What follows belongs to an exercise in optimizing a design on an open flow for small area, a short achievable clock period and few clock cycles; a production flow would make more cautious choices.
Where RTL was checked, it was by simulation tests only, not by an equivalence proof against the original.
For runs 1 to 3, only the layout was checked, not whether the RTL still works.
Power figures rest on the tool's default switching activity, not on a simulated workload.

`design/flow/design.v`:
```
`timescale 1ns / 1ps
`default_nettype none
package ccks_pkg;
   localparam int REQ_DATA_W = 8;
   localparam int RSP_DATA_W = 64;
endpackage
`default_nettype wire
`timescale 1ns / 1ps
`default_nettype none
module ccks_tick (
   input  wire [6:0] yh,
   input  wire [6:0] yl,
   input  wire [7:0] month,
   input  wire [7:0] day,
   input  wire [6:0] hour,
   input  wire [6:0] minute,
   input  wire [6:0] second,
   output logic [6:0] n_yh,
   output logic [6:0] n_yl,
   output logic [7:0] n_month,
   output logic [7:0] n_day,
   output logic [6:0] n_hour,
   output logic [6:0] n_minute,
   output logic [6:0] n_second
);
   logic       h_bad, s_c, m_c, h_c, inc;
   logic       m_long, m_short, m_feb, m_dec, m_bad, m_valid, leap;
   logic [7:0] lim, dd;
   logic       at_lim, past_lim, over, roll, bump;
   logic [3:0] m_next;
   always_comb begin
      h_bad = hour > 7'd23;
      s_c   = second >= 7'd59;
      m_c   = !h_bad && (minute > 7'd59 || (minute == 7'd59 && s_c));
      h_c   = !h_bad && hour == 7'd23 && m_c;
      inc   = h_bad || h_c;
      n_second = s_c ? 7'd0 : {1'b0, second[5:0] + 6'd1};
      if (h_bad)
         n_minute = {6'd0, s_c};
      else
         n_minute = m_c ? 7'd0 : {1'b0, minute[5:0] + {5'd0, s_c}};
      if (h_bad)
         n_hour = 7'd23;
      else
         n_hour = h_c ? 7'd0 : {2'd0, hour[4:0] + {4'd0, m_c}};
      m_long  = month == 8'd1 || month == 8'd3 || month == 8'd5 || month == 8'd7 ||
                month == 8'd8 || month == 8'd10;
      m_short = month == 8'd4 || month == 8'd6 || month == 8'd9 || month == 8'd11;
      m_feb   = month == 8'd2;
      m_dec   = month == 8'd12;
      m_bad   = month > 8'd12;
      m_valid = m_long || m_short || m_feb;
      leap    = yl[1:0] == 2'd0;
      lim     = (m_long || m_bad) ? 8'd31 : (m_short ? 8'd30 : (leap ? 8'd29 : 8'd28));
      dd       = day + {7'd0, inc};
      at_lim   = day == lim;
      past_lim = day > lim;
      over     = h_bad ? ((at_lim || past_lim) && day != 8'd255) : past_lim;
      roll     = h_c && at_lim;
      m_next   = month[3:0] + 4'd1;
      n_month = month;
      n_day   = dd;
      bump    = m_bad;
      if (m_valid || m_bad) begin
         if (over) begin
            n_day   = {6'd0, h_c, !h_c};
            n_month = m_bad ? 8'd1 : {4'd0, m_next};
         end else if (roll) begin
            n_day   = 8'd1;
            n_month = m_bad ? 8'd2 : {4'd0, m_next};
         end else begin
            n_month = m_bad ? 8'd1 : month;
         end
      end else if (m_dec && dd == 8'd32) begin
         n_day   = 8'd1;
         n_month = 8'd1;
         bump    = 1'b1;
      end
      n_yl = yl;
      n_yh = yh;
      if (bump) begin
         if (yl == 7'd99) begin
            n_yl = 7'd0;
            n_yh = (yh == 7'd99) ? 7'd0 : yh + 7'd1;
         end else begin
            n_yl = yl + 7'd1;
         end
      end
   end
endmodule
`default_nettype wire
`timescale 1ns / 1ps
`default_nettype none
module ccks_key (
   input  wire [6:0] yh,
   input  wire [6:0] yl,
   input  wire [7:0] month,
   input  wire [7:0] day,
   input  wire [6:0] hour,
   input  wire [6:0] minute,
   input  wire [6:0] second,
   input  wire       row,
   input  wire [3:0] col,
   input  wire [4:0] key,
   output logic [7:0] val,
   output logic       w_yh,
   output logic       w_yl,
   output logic       w_month,
   output logic       w_day,
   output logic       w_hour,
   output logic       w_minute,
   output logic       w_second,
   output logic [3:0] n_col,
   output logic       n_row
);
   logic       is_digit;
   logic [3:0] digit;
   logic       s_yh, s_yl, s_month, s_day, s_hour, s_minute, s_second, tens;
   logic [7:0] v;
   logic [1:0] h;
   logic [3:0] t, o, a, b;
   always_comb begin
      is_digit = 1'b1;
      case (key)
         5'd1, 5'd2, 5'd3:   digit = key[3:0];
         5'd5, 5'd6, 5'd7:   digit = key[3:0] - 4'd1;
         5'd9, 5'd10, 5'd11: digit = key[3:0] - 4'd2;
         5'd14:              digit = 4'd0;
         default: begin
            digit    = 4'd0;
            is_digit = 1'b0;
         end
      endcase
   end
   always_comb begin
      s_yh = 1'b0; s_yl = 1'b0; s_month = 1'b0; s_day = 1'b0;
      s_hour = 1'b0; s_minute = 1'b0; s_second = 1'b0; tens = 1'b0;
      if (!row) begin
         case (col)
            4'd6:  begin s_yh = 1'b1; tens = 1'b1; end
            4'd7:  s_yh = 1'b1;
            4'd8:  begin s_yl = 1'b1; tens = 1'b1; end
            4'd9:  s_yl = 1'b1;
            4'd11: begin s_month = 1'b1; tens = 1'b1; end
            4'd12: s_month = 1'b1;
            4'd14: begin s_day = 1'b1; tens = 1'b1; end
            4'd15: s_day = 1'b1;
            default: ;
         endcase
      end else begin
         case (col)
            4'd6:  begin s_hour = 1'b1; tens = 1'b1; end
            4'd7:  s_hour = 1'b1;
            4'd9:  begin s_minute = 1'b1; tens = 1'b1; end
            4'd10: s_minute = 1'b1;
            4'd12: begin s_second = 1'b1; tens = 1'b1; end
            4'd13: s_second = 1'b1;
            default: ;
         endcase
      end
   end
   function automatic logic [9:0] to_bcd(input logic [7:0] x);
      logic [9:0] r;
      r = '0;
      for (int i = 7; i >= 0; i--) begin
         if (r[3:0] >= 4'd5) r[3:0] = r[3:0] + 4'd3;
         if (r[7:4] >= 4'd5) r[7:4] = r[7:4] + 4'd3;
         r = {r[8:0], x[i]};
      end
      to_bcd = r;
   endfunction
   always_comb begin
      v = ({8{s_yh}} & {1'b0, yh}) | ({8{s_yl}} & {1'b0, yl}) |
          ({8{s_month}} & month) | ({8{s_day}} & day) |
          ({8{s_hour}} & {1'b0, hour}) | ({8{s_minute}} & {1'b0, minute}) |
          ({8{s_second}} & {1'b0, second});
      {h, t, o} = to_bcd(v);
      a   = tens ? digit : t;
      b   = tens ? o : digit;
      val = 8'd100 * {6'd0, h} + 8'd10 * {4'd0, a} + {4'd0, b};
   end
   assign w_yh     = is_digit && s_yh;
   assign w_yl     = is_digit && s_yl;
   assign w_month  = is_digit && s_month;
   assign w_day    = is_digit && s_day;
   assign w_hour   = is_digit && s_hour;
   assign w_minute = is_digit && s_minute;
   assign w_second = is_digit && s_second;
   assign n_col = (key == 5'd12) ? col + 4'd1 : ((key == 5'd13) ? col - 4'd1 : col);
   assign n_row = (key == 5'd4) ? ~row : row;
endmodule
`default_nettype wire
`timescale 1ns / 1ps
`default_nettype none
module calendar_clock_with_keypad_setup_unit (
   input  wire                                clock,
   input  wire                                reset,
   input  wire                                req_tvalid,
   output logic                               req_tready,
   input  wire  [ccks_pkg::REQ_DATA_W-1:0]    req_tdata,   
   input  wire                                req_tuser,   
   output logic                               rsp_tvalid,
   input  wire                                rsp_tready,
   output logic [ccks_pkg::RSP_DATA_W-1:0]    rsp_tdata
);
   logic [6:0] yh, yl;
   logic [7:0] month, day;
   logic [6:0] hour, minute, second;
   logic       row;
   logic [3:0] col;
   logic       running;
   logic       rsp_v;
   logic       pend_v;
   logic       pend_op;
   logic [4:0] pend_key;
   logic       out_free, go, op;
   logic [4:0] key;
   logic [6:0] t_yh, t_yl, t_hour, t_minute, t_second;
   logic [7:0] t_month, t_day;
   logic [7:0] k_val;
   logic       w_yh, w_yl, w_month, w_day, w_hour, w_minute, w_second;
   logic [3:0] k_col;
   logic       k_row;
   logic       do_tick, do_key;
   ccks_tick u_tick (
      .yh (yh), .yl (yl), .month (month), .day (day),
      .hour (hour), .minute (minute), .second (second),
      .n_yh (t_yh), .n_yl (t_yl), .n_month (t_month), .n_day (t_day),
      .n_hour (t_hour), .n_minute (t_minute), .n_second (t_second)
   );
   ccks_key u_key (
      .yh (yh), .yl (yl), .month (month), .day (day),
      .hour (hour), .minute (minute), .second (second),
      .row (row), .col (col), .key (key),
      .val (k_val),
      .w_yh (w_yh), .w_yl (w_yl), .w_month (w_month), .w_day (w_day),
      .w_hour (w_hour), .w_minute (w_minute), .w_second (w_second),
      .n_col (k_col), .n_row (k_row)
   );
   assign req_tready = !pend_v;
   assign out_free   = !rsp_v || rsp_tready;
   assign go         = (pend_v || req_tvalid) && out_free;
   assign op         = pend_v ? pend_op : req_tuser;
   assign key        = pend_v ? pend_key : req_tdata[4:0];
   assign do_tick    = go && !op && running;
   assign do_key     = go && op && !running;
   always_ff @(posedge clock) begin
      if (reset) begin
         rsp_v  <= 1'b0;
         pend_v <= 1'b0;
      end else begin
         rsp_v  <= go || (rsp_v && !rsp_tready);
         pend_v <= !go && (pend_v || req_tvalid);
      end
      if (!pend_v) begin
         pend_op  <= req_tuser;
         pend_key <= req_tdata[4:0];
      end
   end
   always_ff @(posedge clock) begin
      if (reset) begin
         yh      <= 7'd20;
         yl      <= 7'd1;
         month   <= 8'd2;
         day     <= 8'd28;
         hour    <= 7'd23;
         minute  <= 7'd59;
         second  <= 7'd57;
         row     <= 1'b0;
         col     <= 4'd15;
         running <= 1'b0;
      end else begin
         if (do_tick) begin
            yh     <= t_yh;
            yl     <= t_yl;
            month  <= t_month;
            day    <= t_day;
            hour   <= t_hour;
            minute <= t_minute;
            second <= t_second;
         end
         if (do_key) begin
            if (w_yh)     yh     <= k_val[6:0];
            if (w_yl)     yl     <= k_val[6:0];
            if (w_month)  month  <= k_val;
            if (w_day)    day    <= k_val;
            if (w_hour)   hour   <= k_val[6:0];
            if (w_minute) minute <= k_val[6:0];
            if (w_second) second <= k_val[6:0];
            row <= k_row;
            col <= k_col;
         end
         if (go && op && key == 5'd15) running <= 1'b1;
         if (go && op && key == 5'd16) running <= 1'b0;
      end
   end
   assign rsp_tvalid = rsp_v;
   assign rsp_tdata  = {7'd0, running, col, row, second, minute, hour, day, month,
                        14'd100 * {7'd0, yh} + {7'd0, yl}};
endmodule
`default_nettype wire
```
`design/flow/run.sh`:
```
#!/bin/bash
# synth_recipe.tcl (not shown) runs the flow's synth.tcl, then flattens the netlist and writes it again
# the make line also repeats each setting of config.mk as NAME=value (left out here)
make -C /OpenROAD-flow-scripts/flow DESIGN_CONFIG=/design/flow/config.mk WORK_HOME=/design/flow/orfs CLKGATE_MAP_FILE= SYNTH_SCRIPT=/design/flow/synth_recipe.tcl finish
```
`design/flow/config.mk`:
```
export PLATFORM = sky130hd
export DESIGN_NAME = calendar_clock_with_keypad_setup_unit
export DESIGN_NICKNAME = calendar_clock_with_keypad_setup_unit
export VERILOG_FILES = /design/flow/design.v
export SDC_FILE = /design/flow/constraint.sdc
export NUM_CORES = 4
export LEC_CHECK = 0
export ABC_CLOCK_PERIOD_IN_PS = 3000
export CAP_MARGIN = 20
export CORE_MARGIN = 2
export CORE_UTILIZATION = 40
export SETUP_SLACK_MARGIN = 5
export SLEW_MARGIN = 20
```
`design/flow/constraint.sdc`:
```
create_clock -name core_clock -period 14.0 [get_ports {clock}]
set_input_delay 2.8000 -clock core_clock [delete_from_list [all_inputs] [get_ports {clock}]]
set_output_delay 2.8000 -clock core_clock [all_outputs]
set_load 0.01 [all_outputs]
```
==> flow_summary.toml, run 1 <==
[setup_path]
path_class = "flop to flop"
cp.arrival_ns = 8.58
critPathMaxStageDelay_ns = 0.44
cp.required_ns = 14.26
worstPathMaxFanout = 15
end_kind = "flop"
worstReg2RegEnd = "month[7]"
cp_slowest_cell = "dfxtp_1"
reg2reg_slack_ns = 5.68
crit_start = "row"
ff2ff_path_depth = 40
worstReg2RegStart = "row"
start_kind = "flop"
crit_end = "month[7]"
critical_path.most_common_cell = "ha_1"

[clock_network]
cts_max_path_buffers = 2
cts_tree = "yes"
clock-root-buffer = "clkbuf_16"
cts_buffers = 9
worstSkewPairLatency_ns = 0.34
cts.sinks = 70
clkSlewWorstSetupHoldPaths_ns = 0.06
ctsHtreeMaxLevel = 3

[pwr]
combPwrFrac = 0.483
power.clock.fraction = 0.280
p_int_w = 0.000516
max-vdd-ir-drop_mv = 0.0688
power_leakage_nw = 3.39
netSwitchingFraction = 0.420
p_per_area_nw_per_um2 = 109
p_sw_w = 0.000375
seqPwrFrac = 0.237

[final_layout]
n_antenna_cell = 0
drive_gt1_frac = 0.0539
fin_util = 0.474
syn_to_final_growth_pct = 15.9
nNetsFinal = 1064
fill_cells = 1721
finalInstanceArea_um2 = 8170

[sta]
holdWs_ns = 0.502
rsz0062_at_grt = "no"
setup_viol = 0
hold_viol = 0
tns_ns = 0
relSlewSlack = 0.317
max_freq_mhz = 120
finalCritPeriodShare = 0.595
fin_skew_ns = 0.00602
worst_pin_slew_ns = 1.02
maxSlewViolCount = 0
period_needed_ns = 8.32

[logic_synthesis]
synth_area_um2 = 7050
synth.avg_cell_area_um2 = 7.69
ys_top_cells_by_count = "ha_1, nor2_1, nand2_1"
syn_inst = 917
synth_area_leaders = "dfxtp_1, ha_1, nor2_1"
async_reset_ff_frac = 0
seq_area_frac_synth = 0.199
yosys_warnings = 3
ys.flop_type = "dfxtp_1"
yosys_register_bits = 70
synth_top_area_cell = "dfxtp_1"
synth_top_area_frac = 0.199
yosysUniqueCellTypes = 74
synth_edf_count = 0

[floorplan]
dieArea_um2 = 18700
core_area_um2 = 17200
rows = 48
die_h_um = 137
initial_utilization = 0.409
ios = 79
die_w_um = 137

[placement]
port_buffers = 68
finalWeightedCongestion = 0.850
dpl_cell_area_um2 = 7820
place_hpwl_um = 15200

[routing]
wirelength_um = 20400
drtIter0Drc = 449
dr.pass1.iters = 5
viasPerCell = 5.74
dr_total_vias = 6824
drc = 0
wl_per_cell_um = 17.2
ant_nets = 0

[global_routing]
grt_usage = 0.223
grt_pass1_vias = 6140
grt_max_degree = 48
grt_pass1_wl_um = 32900
gr-total-overflow = 0
antenna_found_initial = 0

[outcome]
status = "timing/DRC/antenna clean"

[flow_run]
drv_cap = 0

[min_path]
hp-class = "flop to flop"
==> registers in the layout, summed over array words and instances, names as in the netlist, named ones only <==
name      flops
row           1
col           4
second        7
minute        7
hour          7
pend_key      5
running       1
rsp_v         1
yl            7
yh            7
pend_v        1
month         8
pend_op       1
day           8
==> area by class of cell <==
| type | instances | area (um^2) | area share |
|---|---|---|---|
| Clock buffer | 13 | 250 | 0.0306 |
| Inverter | 67 | 251 | 0.0308 |
| Multi-Input combinational cell | 737 | 5200 | 0.636 |
| Tap cell | 225 | 282 | 0.0344 |
| Clock inverter | 3 | 67.6 | 0.00827 |
| Timing Repair Buffer | 74 | 721 | 0.0882 |
| Sequential cell | 70 | 1400 | 0.172 |
==> worst min path at each step <==
| stage | start | end | cells past startpoint |
|---|---|---|---|
| after CTS | pend_op | pend_op | 2 |
| after global routing | pend_op | pend_op | 2 |
| after global placement | pend_op | pend_op | 2 |
| after floorplan | pend_op | pend_op | 2 |
| final | pend_op | pend_op | 2 |
| after detailed placement | pend_op | pend_op | 2 |
==> timing repair <==
action                                 in CTS  in global routing
hold buffers                                0                  0
gates resized for setup                     0                  5
buffers inserted                            0                  1
endpoints found under the hold margin       0                  0
setup endpoints to repair                   0                 14
==> worst max-delay path, delay by kind of cell (launching register included) <==
family | cells | cell delay, ns
adders and majority gates | 11 | 2.80
AOI/OAI and AO/OA | 14 | 2.56
xor gates and xnor gates | 4 | 0.96
and+or+nand+nor | 6 | 0.94
buffers and inverters | 5 | 0.53
DFF | 1 | 0.44
==> placed cells by master (no fill, tap or decap), types with 20 or more instances in the layout <==
cell type	count
nor2_1	84
ha_1	84
nand2_1	73
dfxtp_1	69
clkdlybuf4s50_1	67
inv_1	66
a21oi_1	62
o21ai_0	50
nand3_1	33
nor3_1	25
xnor2_1	23
a211oi_1	20
==> per-stage QoR <==
step / worst slack, ns / instances / total power (W)
2_1_floorplan: 6.42 / 923 / 0.000504
3_3_place_gp: 5.28 / 1172 / 0.000627
3_5_place_dp: 5.21 / 1172 / 0.000631
4_1_cts: 5.15 / 1188 / 0.000881
5_1_grt: 5.01 / 1189 / 0.000939
6_report: 5.68 / 1189 / 0.000891
==> power groups by stage <==
stage | clock [W] | combinational, W | sequential, W
2_1_floorplan | 0 | 0.000293 | 0.000211
3_3_place_gp | 0 | 0.000412 | 0.000215
3_5_place_dp | 0 | 0.000416 | 0.000215
4_1_cts | 0.000251 | 0.000419 | 0.000211
6_report | 0.000250 | 0.000430 | 0.000211
5_1_grt | 0.000258 | 0.000469 | 0.000212
==> metal layers <==
metal  wire [um]  vias to the layer above  track usage
met5           0                        -            0
met4         228                        0       0.0463
met3        1080                       21       0.0374
met2        8960                      190        0.340
met1       10100                     3206        0.330
li1            -                     3407            -
==> logic make-up after synthesis <==
kind of cell / share of synthesized area
xor+xnor: 0.0534
mux: 0.0176
simple gates: 0.209
flops: 0.199
buf+inv: 0.0710
compound gates: 0.278
fa+ha+maj: 0.172
other cells: 0.000532
==> inputs of run 2 (changes only) <==
--- a/design/flow/config.mk
+++ b/design/flow/config.mk
@@ -5,6 +5,7 @@
 export SDC_FILE = /design/flow/constraint.sdc
 export NUM_CORES = 4
 export LEC_CHECK = 0
+export ABC_AREA = 1
 export ABC_CLOCK_PERIOD_IN_PS = 3000
 export CAP_MARGIN = 20
 export CORE_MARGIN = 2
==> run 2 against run 1 <==
  * Maximum frequency is 6.9% higher
  * Utilization is 0.19 points higher
  * Combinational power is 29% lower
  * Sequential share of layout area is 0.083 points lower
  * Critical path depth is 21 lower
  * Area after synthesis hardly changed
  * Non-clock buffer count is 3 lower
  * Setup slack better by 0.54 ns
  * Hold slack worse by 0.027 ns
  * Critical path type is now input pin to flop
==> flow_summary.toml, run 2 <==
[outcome]
status = "timing/DRC/antenna clean"

[sta]
holdWs_ns = 0.476
finalCritPeriodShare = 0.556
setup_slack_ns = 6.21
fin_skew_ns = 0.0117
maxSlewViolCount = 0
hold_viol = 0
worst_pin_slew_ns = 0.961
relSlewSlack = 0.359
max_freq_mhz = 128
setup_viol = 0
rsz0062_at_grt = "no"
period_needed_ns = 7.79
tns_ns = 0

[global_routing]
met2_usage = 0.359
grt-busiest-layer = "met2"
grt_max_degree = 37
grt_util_met3 = 0.0407
antenna_found_initial = 0
grt_util_met1 = 0.308
gr-total-overflow = 0
grt_usage = 0.222
grt_pass1_wl_um = 32600
grt_pass1_vias = 6407

[logic_synthesis]
synth_top_area_frac = 0.199
ys.flop_type = "dfxtp_1"
yosysUniqueCellTypes = 50
synthXorXnorAreaFrac = 0.0547
async_reset_ff_frac = 0
synth-compound-area-share = 0.191
yosys_warnings = 3
synth-simple-area-share = 0.262
synthAdderAreaFrac = 0.172
yosysMostFrequentCell = "inv_1"
muxShareOfSynthArea = 0
synth_top_area_cell = "dfxtp_1"
seq_area_frac_synth = 0.199
synth_area_leaders = "dfxtp_1, ha_1, inv_1"
syn_inst = 1044
synth_edf_count = 0
synth_area_um2 = 7050
yosys_register_bits = 70
synth_top_family_by_area = "simple AND/OR/NAND/NOR gates"
ys_top_cells_by_count = "inv_1, nand2_1, nor2_1"
synth.avg_cell_area_um2 = 6.75

[clock_network]
ctsHtreeMaxLevel = 3
clock-root-buffer = "clkbuf_16"
cts_buffers = 9
clkSlewWorstSetupHoldPaths_ns = 0.06
cts_tree = "yes"
worstSkewPairLatency_ns = 0.35
cts_max_path_buffers = 2
cts.sinks = 70
ctsHoldBuffers = 0
post_cts_resized = 0
cts_setup_buffers = 0

[routing]
viasPerCell = 5.26
wirelength_um = 20100
ant_nets = 0
dr_total_vias = 7027
wl_per_cell_um = 15.1
dr.pass1.iters = 5
drtIter0Drc = 401
drc = 0

[setup_path]
end_kind = "flop"
worstPathMaxFanout = 6
cp.arrival_ns = 8.04
start_kind = "input pin"
path_class = "input pin to flop"
cp.required_ns = 14.25

[floorplan]
die_w_um = 137
dieArea_um2 = 18700
ios = 79
core_area_um2 = 17200
die_h_um = 137
initial_utilization = 0.409
rows = 48

[placement]
finalWeightedCongestion = 0.878
port_buffers = 68
place_hpwl_um = 15600
place_ws_ns = 5.88
dpl_cell_area_um2 = 7900

[final_layout]
final_cell_mix = "inv_1, nand2_1, nor2_1"
syn_to_final_growth_pct = 16.4
top_regs = "day: 8 flops, month: 8 flops"
fill_cells = 1764
layout.cells.most_common = "inv_1"
nNetsFinal = 1210
drive_gt1_frac = 0.0649
n_antenna_cell = 0
finalInstanceArea_um2 = 8210

[pwr]
p_per_area_nw_per_um2 = 92.1
power_leakage_nw = 4.02
max-vdd-ir-drop_mv = 0.0724
p_total_w = 0.000756

[min_path]
hp-class = "flop to flop"

[flow_run]
drv_cap = 0
[run 2: cell type report]
class | count | area, um^2 | share of cell area
tap | 225 | 282 | 0.0343
sequential | 70 | 1400 | 0.171
multi-input combinational | 768 | 4820 | 0.587
clock inverter | 6 | 70.1 | 0.00854
clock buffer | 10 | 239 | 0.0291
inverter | 185 | 694 | 0.0846
timing repair buffer | 71 | 703 | 0.0857
[run 2: kinds of logic after synthesis]
group	Yosys count
AND/OR/NAND/NOR	403
AO/OA/AOI/OAI	222
buffers and inverters	212
adder cells (fa/ha/maj)	92
flip-flops	70
XOR/XNOR	44
other	1
[run 2: per-layer routing]
metal | up-vias | wire [um]
li1 | 3602 | -
met1 | 3198 | 9500
met2 | 207 | 9130
met3 | 20 | 1220
met4 | 0 | 250
met5 | - | 0
[run 2: worst max-delay path, stage by stage]
cell             delay (ns)
clkdlybuf4s50_1        0.39
o21ai_0                0.53
inv_1                  0.22
ha_1                   0.26
o31ai_1                0.54
inv_1                  0.13
nand3_1                0.12
o22ai_1                0.10
a31oi_1                0.25
o21ai_1                0.18
ha_1                   0.32
ha_1                   0.23
fa_1                   0.38
xor2_1                 0.17
ha_1                   0.31
ha_1                   0.33
xor2_1                 0.28
inv_1                  0.21
a221oi_1               0.29
[run 2: path summary, 6_finish.rpt]
check / start / end / slack [ns] / depth (start not counted)
max: req_tdata[1] / yl[6] / 6.21 / 19
min: pend_op / pend_op / 0.48 / 2
max reg2reg: row / yl[6] / 6.37 / 45
min reg2reg: pend_op / pend_op / 0.48 / 2
[run 2: stage by stage]
stage                util  cells
finish              0.476   1335
global route        0.476   1335
CTS                 0.476   1335
detailed placement  0.458   1319
global placement    0.458   1319
floorplan               -   1050
[run 2: power breakdown]
part           leakage [nW]  internal (W)  switching, W
Clock                 0.141      0.000144     0.0000990
Sequential            0.568      0.000202    0.00000338
Combinational          3.31     0.0000881      0.000219
Total                  4.02      0.000434      0.000322
==> inputs of run 3 (changes only) <==
==> design/flow/flow/run.sh (new file) <==
#!/bin/bash
# The standard ORFS layout (the standard.sh) with one change to how the
# netlist is made: adders are left to ABC instead of being mapped to full- and
# half-adder cells first. Registers, their names and cell types are those of
# the standard synthesis. make's output goes to flow_make.log; each ORFS step
# keeps its own log under orfs/logs.
set -euo pipefail
bash standard.sh ADDER_MAP_FILE= finish > flow_make.log 2>&1
==> design/flow/standard.sh (new file) <==
#!/bin/bash
# synth_recipe.tcl (not shown) runs the flow's synth.tcl, then flattens the netlist and writes it again
# the make line also repeats each setting of config.mk as NAME=value (left out here)
make -C /OpenROAD-flow-scripts/flow DESIGN_CONFIG=/design/flow/config.mk WORK_HOME=/design/flow/orfs CLKGATE_MAP_FILE= SYNTH_SCRIPT=/design/flow/synth_recipe.tcl "${@:-finish}"
--- a/design/flow/config.mk
+++ b/design/flow/config.mk
@@ -6,9 +6,7 @@
 export NUM_CORES = 4
 export LEC_CHECK = 0
 export ABC_AREA = 1
-export ABC_CLOCK_PERIOD_IN_PS = 3000
 export CAP_MARGIN = 20
 export CORE_MARGIN = 2
 export CORE_UTILIZATION = 40
-export SETUP_SLACK_MARGIN = 5
 export SLEW_MARGIN = 20
removed: design/flow/run.sh
==> run 3 against run 2 <==
  * Still clean on timing, DRC and antenna
  * Clock skew fell by 0.0058 ns
  * Die area fell by 7.5%
  * Final area fell by 6.6%
  * Sequential power barely moved
  * Clock power rose by 6%
  * Hold slack got worse by 0.019 ns
  * Utilization rose by 0.62 points
  * Count of clock-buffer cells in the layout rose by 1
  * Global-route usage rose by 1.3 points
  * Critical path type is now flop to primary output
  * Critical endpoint is now rsp_tdata[13]
==> flow_summary.toml, run 3 <==
[routing]
dr_total_vias = 7234
drtIter0Drc = 605
ant_nets = 0
wirelength_um = 20400
drc = 0
viasPerCell = 5.22
dr.pass1.iters = 5
wl_per_cell_um = 14.7

[final_layout]
top_regs = "day: 8 flops, month: 8 flops"
fin_util = 0.482
layout.cells.most_common = "nand2_1"
n_antenna_cell = 0
nNetsFinal = 1179
final_cell_mix = "nand2_1, inv_1, nor2_1"
drive_gt1_frac = 0.0820
syn_to_final_growth_pct = 17.8

[logic_synthesis]
synth_top_area_cell = "dfxtp_1"
synth_top_area_frac = 0.215
syn_inst = 1112
synth_area_um2 = 6510
async_reset_ff_frac = 0
synth_top_family_by_area = "simple AND/OR/NAND/NOR gates"
synth_edf_count = 0
synthAdderAreaFrac = 0
synth_area_leaders = "dfxtp_1, nand2_1, inv_1"
synth.avg_cell_area_um2 = 5.85
synth-compound-area-share = 0.207
seq_area_frac_synth = 0.215
synthXorXnorAreaFrac = 0.0323
ys_top_cells_by_count = "nand2_1, inv_1, nor2_1"
synth-simple-area-share = 0.398
yosys_register_bits = 70
ys.flop_type = "dfxtp_1"
muxShareOfSynthArea = 0
yosysUniqueCellTypes = 58
yosysMostFrequentCell = "nand2_1"
yosys_warnings = 3

[setup_path]
critical_path.most_common_cell = "inv_1"
cp.required_ns = 11.20
ff2ff_path_depth = 31
reg2reg_slack_ns = 9.53
start_kind = "flop"
worstReg2RegEnd = "hour[3]"
critPathMaxStageDelay_ns = 0.56
end_kind = "primary output"
cp.arrival_ns = 3.80
worstReg2RegStart = "col[1]"
crit_chain = "nand2_1 > nor2_1 > inv_1 > nand2_1 > xor2_1 > xor2_1 > or2_2 > nand3_1 > and2_1 > inv_1 > nor3_1 > inv_1 > nor3_1 > inv_1 > o2111ai_1 > clkdlybuf4s50_1"
cp_top_family = "simple AND/OR/NAND/NOR gates"
critPathBufInv = 5
path_class = "flop to primary output"
worstPathMaxFanout = 8
cp_slowest_cell = "clkdlybuf4s50_1"

[clock_network]
clkSlewWorstSetupHoldPaths_ns = 0.06
cts.sinks = 70
cts_tree = "yes"
cts_max_path_buffers = 2
ctsHoldBuffers = 0
clock-root-buffer = "clkbuf_16"
post_cts_resized = 0
ctsHtreeMaxLevel = 3
worstSkewPairLatency_ns = 0.35
cts_setup_buffers = 0
cts_buffers = 9

[sta]
holdWs_ns = 0.456
worst_pin_slew_ns = 1.09
rsz0062_at_grt = "no"
finalCritPeriodShare = 0.471
max_freq_mhz = 152
period_needed_ns = 6.60
hold_viol = 0
maxSlewViolCount = 0
setup_viol = 0
relSlewSlack = 0.274
tns_ns = 0
fin_skew_ns = 0.00591
setup_slack_ns = 7.40

[placement]
place_hpwl_um = 15800
finalWeightedCongestion = 0.893
place_ws_ns = 7.68
port_buffers = 68

[pwr]
max-vdd-ir-drop_mv = 0.0687
power_leakage_nw = 3.60
p_per_area_nw_per_um2 = 85.5

[min_path]
min_to = "pend_op"
hold_depth = 2
worstHoldStart = "pend_op"
hp-class = "flop to flop"

[global_routing]
grt_pass1_vias = 6348
gr-total-overflow = 0
grt_usage = 0.235
grt_pass1_wl_um = 33000
antenna_found_initial = 0
grt_max_degree = 31

[floorplan]
ios = 79
die_h_um = 132
die_w_um = 132
dieArea_um2 = 17300
rows = 46
initial_utilization = 0.410
core_area_um2 = 15900

[flow_run]
drv_cap = 0

[outcome]
status = "timing/DRC/antenna clean"
[run 3: logic make-up (layout without fill, tap and decap cells)]
family / after synthesis / in the layout
and+or+nand+nor: 566 / 566
other: 1 / 7
AOI/OAI and AO/OA: 210 / 210
buffers and inverters: 241 / 294
xor gates and xnor gates: 24 / 24
DFF: 70 / 70
[run 3: area by class of cell]
class                   instances  area, um^2
well taps                     216         270
clock buffers                  11         253
inverters                     206         777
repair buffers                 72         711
clock inverters                 5        81.3
multi-input cells             807        4170
fillers                      1758        8220
flip-flops and latches         70        1400
[run 3: worst max-delay path by stage]
stage,from,end,slack [ns],cells past startpoint
6_report,yh[1],rsp_tdata[13],7.40,16
5_1_grt,yh[1],rsp_tdata[13],7.01,23
4_1_cts,yh[1],rsp_tdata[13],7.34,16
3_5_place_dp,req_tdata[0],hour[3],7.68,21
3_3_place_gp,req_tdata[0],hour[3],7.66,21
2_1_floorplan,yh[1],rsp_tdata[13],8.41,16
[run 3: per-stage QoR]
step	instances	total power (W)	area, um^2
finish	1387	0.000655	7660
global route	1387	0.000685	7660
CTS	1387	0.000657	7660
detailed placement	1371	0.000399	7330
global placement	1371	0.000398	7330
floorplan	1118	0.000339	6530
[run 3: power breakdown]
group          switching (W)  leakage [nW]  total [W]  internal [W]
clock              0.0000926         0.162   0.000258      0.000166
combinational       0.000138          2.87   0.000190     0.0000512
sequential        0.00000425         0.569   0.000208      0.000203
[run 3: worst register-to-register path: cells and delay by family, from the launching register on]
family	cells	cell delay, ns
flip-flops	1	0.47
AND/OR/NAND/NOR	20	2.52
buffers and inverters	7	0.76
AO/OA/AOI/OAI	4	0.59
[run 3: routing by layer]
layer	share of wire	vias up	GRT usage
li1	-	3734	-
met1	0.48	3254	0.328
met2	0.44	215	0.369
met3	0.058	31	0.0347
met4	0.022	0	0.0803
met5	0	-	0
==> inputs of run 4 (changes only) <==
--- a/design/flow/design.v
+++ b/design/flow/design.v
@@ -23,59 +23,52 @@
    output logic [6:0] n_minute,
    output logic [6:0] n_second
 );
-   logic       h_bad, s_c, m_c, h_c, inc;
-   logic       m_long, m_short, m_feb, m_dec, m_bad, m_valid, leap;
-   logic [7:0] lim, dd;
-   logic       at_lim, past_lim, over, roll, bump;
-   logic [3:0] m_next;
+   function automatic logic long_month(input logic [7:0] m);
+      long_month = m == 8'd1 || m == 8'd3 || m == 8'd5 || m == 8'd7 || m == 8'd8 || m == 8'd10;
+   endfunction
+   function automatic logic short_month(input logic [7:0] m);
+      short_month = m == 8'd4 || m == 8'd6 || m == 8'd9 || m == 8'd11;
+   endfunction
+   logic [7:0] d1, d2, m2, d3, m3, d4, m4;
+   logic [6:0] h1, mi1, s4, mi4, h4;
+   logic       h_bad, m_bad, over, s_c, m_c, h_c, end_m, dec, bump, leap;
    always_comb begin
       h_bad = hour > 7'd23;
+      h1    = h_bad ? 7'd23 : hour;
+      mi1   = h_bad ? 7'd0 : minute;
+      d1    = day + {7'd0, h_bad};
+      m_bad = month > 8'd12;
+      d2    = (m_bad && d1 > 8'd31) ? 8'd1 : d1;
+      m2    = m_bad ? 8'd1 : month;
+      leap  = yl[1:0] == 2'd0;
+      over  = !m_bad && ((long_month(month) && d1 > 8'd31) ||
+                         (short_month(month) && d1 > 8'd30) ||
+                         (month == 8'd2 && d1 > (leap ? 8'd29 : 8'd28)));
+      d3    = over ? 8'd1 : d2;
+      m3    = over ? month + 8'd1 : m2;
       s_c   = second >= 7'd59;
-      m_c   = !h_bad && (minute > 7'd59 || (minute == 7'd59 && s_c));
-      h_c   = !h_bad && hour == 7'd23 && m_c;
-      inc   = h_bad || h_c;
-      n_second = s_c ? 7'd0 : {1'b0, second[5:0] + 6'd1};
-      if (h_bad)
-         n_minute = {6'd0, s_c};
-      else
-         n_minute = m_c ? 7'd0 : {1'b0, minute[5:0] + {5'd0, s_c}};
-      if (h_bad)
-         n_hour = 7'd23;
-      else
-         n_hour = h_c ? 7'd0 : {2'd0, hour[4:0] + {4'd0, m_c}};
-      m_long  = month == 8'd1 || month == 8'd3 || month == 8'd5 || month == 8'd7 ||
-                month == 8'd8 || month == 8'd10;
-      m_short = month == 8'd4 || month == 8'd6 || month == 8'd9 || month == 8'd11;
-      m_feb   = month == 8'd2;
-      m_dec   = month == 8'd12;
-      m_bad   = month > 8'd12;
-      m_valid = m_long || m_short || m_feb;
-      leap    = yl[1:0] == 2'd0;
-      lim     = (m_long || m_bad) ? 8'd31 : (m_short ? 8'd30 : (leap ? 8'd29 : 8'd28));
-      dd       = day + {7'd0, inc};
-      at_lim   = day == lim;
-      past_lim = day > lim;
-      over     = h_bad ? ((at_lim || past_lim) && day != 8'd255) : past_lim;
-      roll     = h_c && at_lim;
-      m_next   = month[3:0] + 4'd1;
-      n_month = month;
-      n_day   = dd;
-      bump    = m_bad;
-      if (m_valid || m_bad) begin
-         if (over) begin
-            n_day   = {6'd0, h_c, !h_c};
-            n_month = m_bad ? 8'd1 : {4'd0, m_next};
-         end else if (roll) begin
-            n_day   = 8'd1;
-            n_month = m_bad ? 8'd2 : {4'd0, m_next};
-         end else begin
-            n_month = m_bad ? 8'd1 : month;
-         end
-      end else if (m_dec && dd == 8'd32) begin
-         n_day   = 8'd1;
-         n_month = 8'd1;
-         bump    = 1'b1;
-      end
+      s4    = s_c ? 7'd0 : second + 7'd1;
+      mi4   = mi1 + {6'd0, s_c};
+      m_c   = mi4 > 7'd59;
+      if (m_c) mi4 = 7'd0;
+      h4    = h1 + {6'd0, m_c};
+      h_c   = h4 > 7'd23;
+      if (h_c) h4 = 7'd0;
+      d4    = d3 + {7'd0, h_c};
+      m4    = m3;
+      end_m = (long_month(m3) && d4 == 8'd32) ||
+              (short_month(m3) && d4 == 8'd31) ||
+              (m3 == 8'd2 && d4 == (leap ? 8'd30 : 8'd29));
+      if (end_m) begin
+         d4 = 8'd1;
+         m4 = m3 + 8'd1;
+      end
+      dec = m4 == 8'd12 && d4 == 8'd32;
+      if (dec) begin
+         d4 = 8'd1;
+         m4 = 8'd1;
+      end
+      bump = m_bad || dec;
       n_yl = yl;
       n_yh = yh;
       if (bump) begin
@@ -86,6 +79,11 @@
             n_yl = yl + 7'd1;
          end
       end
+      n_month  = m4;
+      n_day    = d4;
+      n_hour   = h4;
+      n_minute = mi4;
+      n_second = s4;
    end
 endmodule
 `default_nettype wire
@@ -117,6 +115,7 @@
    logic [3:0] digit;
    logic       s_yh, s_yl, s_month, s_day, s_hour, s_minute, s_second, tens;
    logic [7:0] v;
+   logic [7:0] rest;
    logic [1:0] h;
    logic [3:0] t, o, a, b;
    always_comb begin
@@ -159,25 +158,18 @@
          endcase
       end
    end
-   function automatic logic [9:0] to_bcd(input logic [7:0] x);
-      logic [9:0] r;
-      r = '0;
-      for (int i = 7; i >= 0; i--) begin
-         if (r[3:0] >= 4'd5) r[3:0] = r[3:0] + 4'd3;
-         if (r[7:4] >= 4'd5) r[7:4] = r[7:4] + 4'd3;
-         r = {r[8:0], x[i]};
-      end
-      to_bcd = r;
-   endfunction
    always_comb begin
       v = ({8{s_yh}} & {1'b0, yh}) | ({8{s_yl}} & {1'b0, yl}) |
           ({8{s_month}} & month) | ({8{s_day}} & day) |
           ({8{s_hour}} & {1'b0, hour}) | ({8{s_minute}} & {1'b0, minute}) |
           ({8{s_second}} & {1'b0, second});
-      {h, t, o} = to_bcd(v);
-      a   = tens ? digit : t;
-      b   = tens ? o : digit;
-      val = 8'd100 * {6'd0, h} + 8'd10 * {4'd0, a} + {4'd0, b};
+      h    = (v >= 8'd200) ? 2'd2 : ((v >= 8'd100) ? 2'd1 : 2'd0);
+      rest = v - 8'd100 * {6'd0, h};
+      t    = 4'(rest / 8'd10);
+      o    = 4'(rest % 8'd10);
+      a    = tens ? digit : t;
+      b    = tens ? o : digit;
+      val  = 8'd100 * {6'd0, h} + 8'd10 * {4'd0, a} + {4'd0, b};
    end
    assign w_yh     = is_digit && s_yh;
    assign w_yl     = is_digit && s_yl;
==> design/flow/run.sh (new file) <==
#!/bin/bash
# synth_recipe.tcl (not shown) runs the flow's synth.tcl, then flattens the netlist and writes it again
# the make line also repeats each setting of config.mk as NAME=value (left out here)
make -C /OpenROAD-flow-scripts/flow DESIGN_CONFIG=/design/flow/config.mk WORK_HOME=/design/flow/orfs CLKGATE_MAP_FILE= SYNTH_SCRIPT=/design/flow/synth_recipe.tcl finish
--- a/design/flow/config.mk
+++ b/design/flow/config.mk
@@ -5,7 +5,6 @@
 export SDC_FILE = /design/flow/constraint.sdc
 export NUM_CORES = 4
 export LEC_CHECK = 0
-export ABC_AREA = 1
 export CAP_MARGIN = 20
 export CORE_MARGIN = 2
 export CORE_UTILIZATION = 40
removed: design/flow/flow/run.sh
removed: design/flow/standard.sh
==> run 4 against run 3 <==
  * Highest routed layer unchanged
  * Final area is 17% higher
  * Utilization is 2.2 points lower
  * Clock skew is 0.00052 ns lower
  * Non-clock buffer count is 2 higher
==> flow_summary.toml, run 4 <==
[min_path]
min_to = "pend_op"
worstHoldStart = "pend_op"
hp-class = "flop to flop"
hold_depth = 2

[floorplan]
dieArea_um2 = 21100
core_area_um2 = 19500
initial_utilization = 0.408
die_w_um = 145
die_h_um = 145
ios = 79
rows = 51

[setup_path]
worstPathMaxFanout = 21
cp.required_ns = 14.20
worstReg2RegStart = "row"
start_kind = "flop"
crit_start = "row"
reg2reg_slack_ns = 5.17
ff2ff_path_depth = 32
cp_slowest_cell = "dfxtp_1"
critPathMaxStageDelay_ns = 0.85
worstReg2RegEnd = "second[6]"
path_class = "flop to flop"
cp.arrival_ns = 9.03
end_kind = "flop"

[clock_network]
cts_max_path_buffers = 2
post_cts_resized = 0
cts.sinks = 70
ctsHtreeMaxLevel = 3
clock-root-buffer = "clkbuf_16"
cts_tree = "yes"
clkSlewWorstSetupHoldPaths_ns = 0.05
worstSkewPairLatency_ns = 0.34
cts_setup_buffers = 0
ctsHoldBuffers = 0
cts_buffers = 9

[sta]
setup_viol = 0
holdWs_ns = 0.510
setup_slack_ns = 5.17
max_freq_mhz = 113
maxSlewViolCount = 0
finalCritPeriodShare = 0.631
tns_ns = 0
worst_pin_slew_ns = 1.12
relSlewSlack = 0.252
hold_viol = 0
fin_skew_ns = 0.00539
period_needed_ns = 8.83
rsz0062_at_grt = "no"

[routing]
drc = 0
dr.pass1.iters = 7
wirelength_um = 23000
ant_nets = 0
viasPerCell = 5.80
dr_total_vias = 7865
wl_per_cell_um = 16.9
drtIter0Drc = 649

[logic_synthesis]
muxShareOfSynthArea = 0.0281
async_reset_ff_frac = 0
synth-simple-area-share = 0.240
syn_inst = 1058
synth.avg_cell_area_um2 = 7.54
synth_top_family_by_area = "compound AO/OA/AOI/OAI gates"
yosysMostFrequentCell = "nor2_1"
ys_top_cells_by_count = "nor2_1, nand2_1, ha_1"
ys.flop_type = "dfxtp_1"
seq_area_frac_synth = 0.176
synthAdderAreaFrac = 0.145
synth_top_area_cell = "dfxtp_1"
yosysUniqueCellTypes = 93
synth_area_leaders = "dfxtp_1, ha_1, nor2_1"
synth_top_area_frac = 0.176
synth-compound-area-share = 0.284
yosys_register_bits = 70
synth_edf_count = 0
synthXorXnorAreaFrac = 0.0580
yosys_warnings = 3
synth_area_um2 = 7980

[final_layout]
syn_to_final_growth_pct = 12.8
layout.cells.most_common = "nor2_1"
drive_gt1_frac = 0.0495
n_antenna_cell = 0
nNetsFinal = 1188
top_regs = "day: 8 flops, month: 8 flops"
final_cell_mix = "nor2_1, nand2_1, ha_1"
fill_cells = 2009

[pwr]
seqPwrFrac = 0.297
p_int_w = 0.000422
p_sw_w = 0.000283
p_per_area_nw_per_um2 = 78.4
power_leakage_nw = 3.69
netSwitchingFraction = 0.402
p_total_w = 0.000705
max-vdd-ir-drop_mv = 0.0682
power.clock.fraction = 0.290
combPwrFrac = 0.413

[placement]
finalWeightedCongestion = 0.856
place_hpwl_um = 17000
port_buffers = 68
place_ws_ns = 5.25

[flow_run]
drv_cap = 0

[outcome]
status = "timing/DRC/antenna clean"

[global_routing]
grt_usage = 0.212
grt_max_degree = 63
grt_pass1_wl_um = 37100
antenna_found_initial = 0
grt_pass1_vias = 7112
gr-total-overflow = 0
## run 4: cell families (layout without fill, tap and decap cells)
logic type	after synthesis	after routing
simple gates	385	385
compound gates	315	315
buf+inv	125	151
fa+ha+maj	88	88
flops	70	70
xor+xnor	52	52
mux	22	22
other cells	1	7
## run 4: metrics by stage
stage | instance area [um^2] | cells | utilization
floorplan | 8000 | 1064 | -
global placement | 8740 | 1341 | 0.448
detailed placement | 8740 | 1341 | 0.448
CTS | 8990 | 1355 | 0.461
global route | 8990 | 1355 | 0.461
finish | 8990 | 1355 | 0.461
## run 4: worst max-delay path, delay by kind of cell, from the launching register on
family                     cells  cell delay [ns]
adders and majority gates      5             1.48
xor gates and xnor gates       3             1.77
buffers and inverters          4             0.41
DFF                            1             0.85
and+or+nand+nor                8             1.77
AOI/OAI and AO/OA             12             2.37
## run 4: worst max path at each step
stage                      to
floorplan            month[7]
global placement       day[4]
detailed placement  second[4]
CTS                 second[4]
global route        minute[6]
finish              second[6]
## run 4: per-layer routing
| metal | global-route usage | part of all wire |
|---|---|---|
| met2 | 0.347 | 0.47 |
| met3 | 0.0384 | 0.050 |
| met5 | 0 | 0 |
| met1 | 0.290 | 0.47 |
| met4 | 0.0505 | 0.015 |
## run 4: power groups by stage
| stage | registers (W) | logic, W | clock network [W] |
|---|---|---|---|
| 6_report | 0.000209 | 0.000292 | 0.000204 |
| 5_1_grt | 0.000210 | 0.000313 | 0.000219 |
| 4_1_cts | 0.000209 | 0.000289 | 0.000209 |
| 3_5_place_dp | 0.000213 | 0.000287 | 0 |
| 3_3_place_gp | 0.000213 | 0.000286 | 0 |
| 2_1_floorplan | 0.000210 | 0.000192 | 0 |
## run 4: area by class of cell
cell class                 count  area [um^2]  area share
clock inverter                 2         10.0     0.00111
tap                          265          332      0.0369
inverter                      63          236      0.0263
sequential                    70         1400       0.156
multi-input combinational    869         6050       0.672
timing repair buffer          74          721      0.0801
clock buffer                  12          246      0.0274
Testbench counts of run 4, summed over its fixed seeds: cycles 40,008.

==> separate check: timing with driven ports <==
Ports are ideal in the flow. The routed layouts listed here were re-timed in OpenROAD. Step 1, drivers: a clkbuf_16 drives clock and a buf_2 each remaining input, both assumed. Step 2 adds t to the input delays and takes it off the output delays; t is the mean of the earliest and latest rising clock arrival at the registers after step 1. Input paths then give back, and output paths get back, about the clock's delay inside the block. a / b / c = ideal ports / drivers / drivers and shift; a / b = the first two.
| run | t, ns | setup WS [ns] | worst setup path at the end |
|---|---|---|---|
| run 1 | 0.379 | 5.677 / 5.677 / 5.677 | register to register |
| run 2 | 0.384 | 6.215 / 6.234 / 5.850 | input to register |
| run 3 | 0.387 | 7.405 / 7.361 / 7.631 | input to register |
| run 4 | 0.379 | 5.173 / 5.173 / 5.173 | register to register |
After both steps setup and hold are still met in every run listed. The setup slack of run 2, which loses most, moves by +0.019 ns with the drivers and by -0.365 ns with both steps.
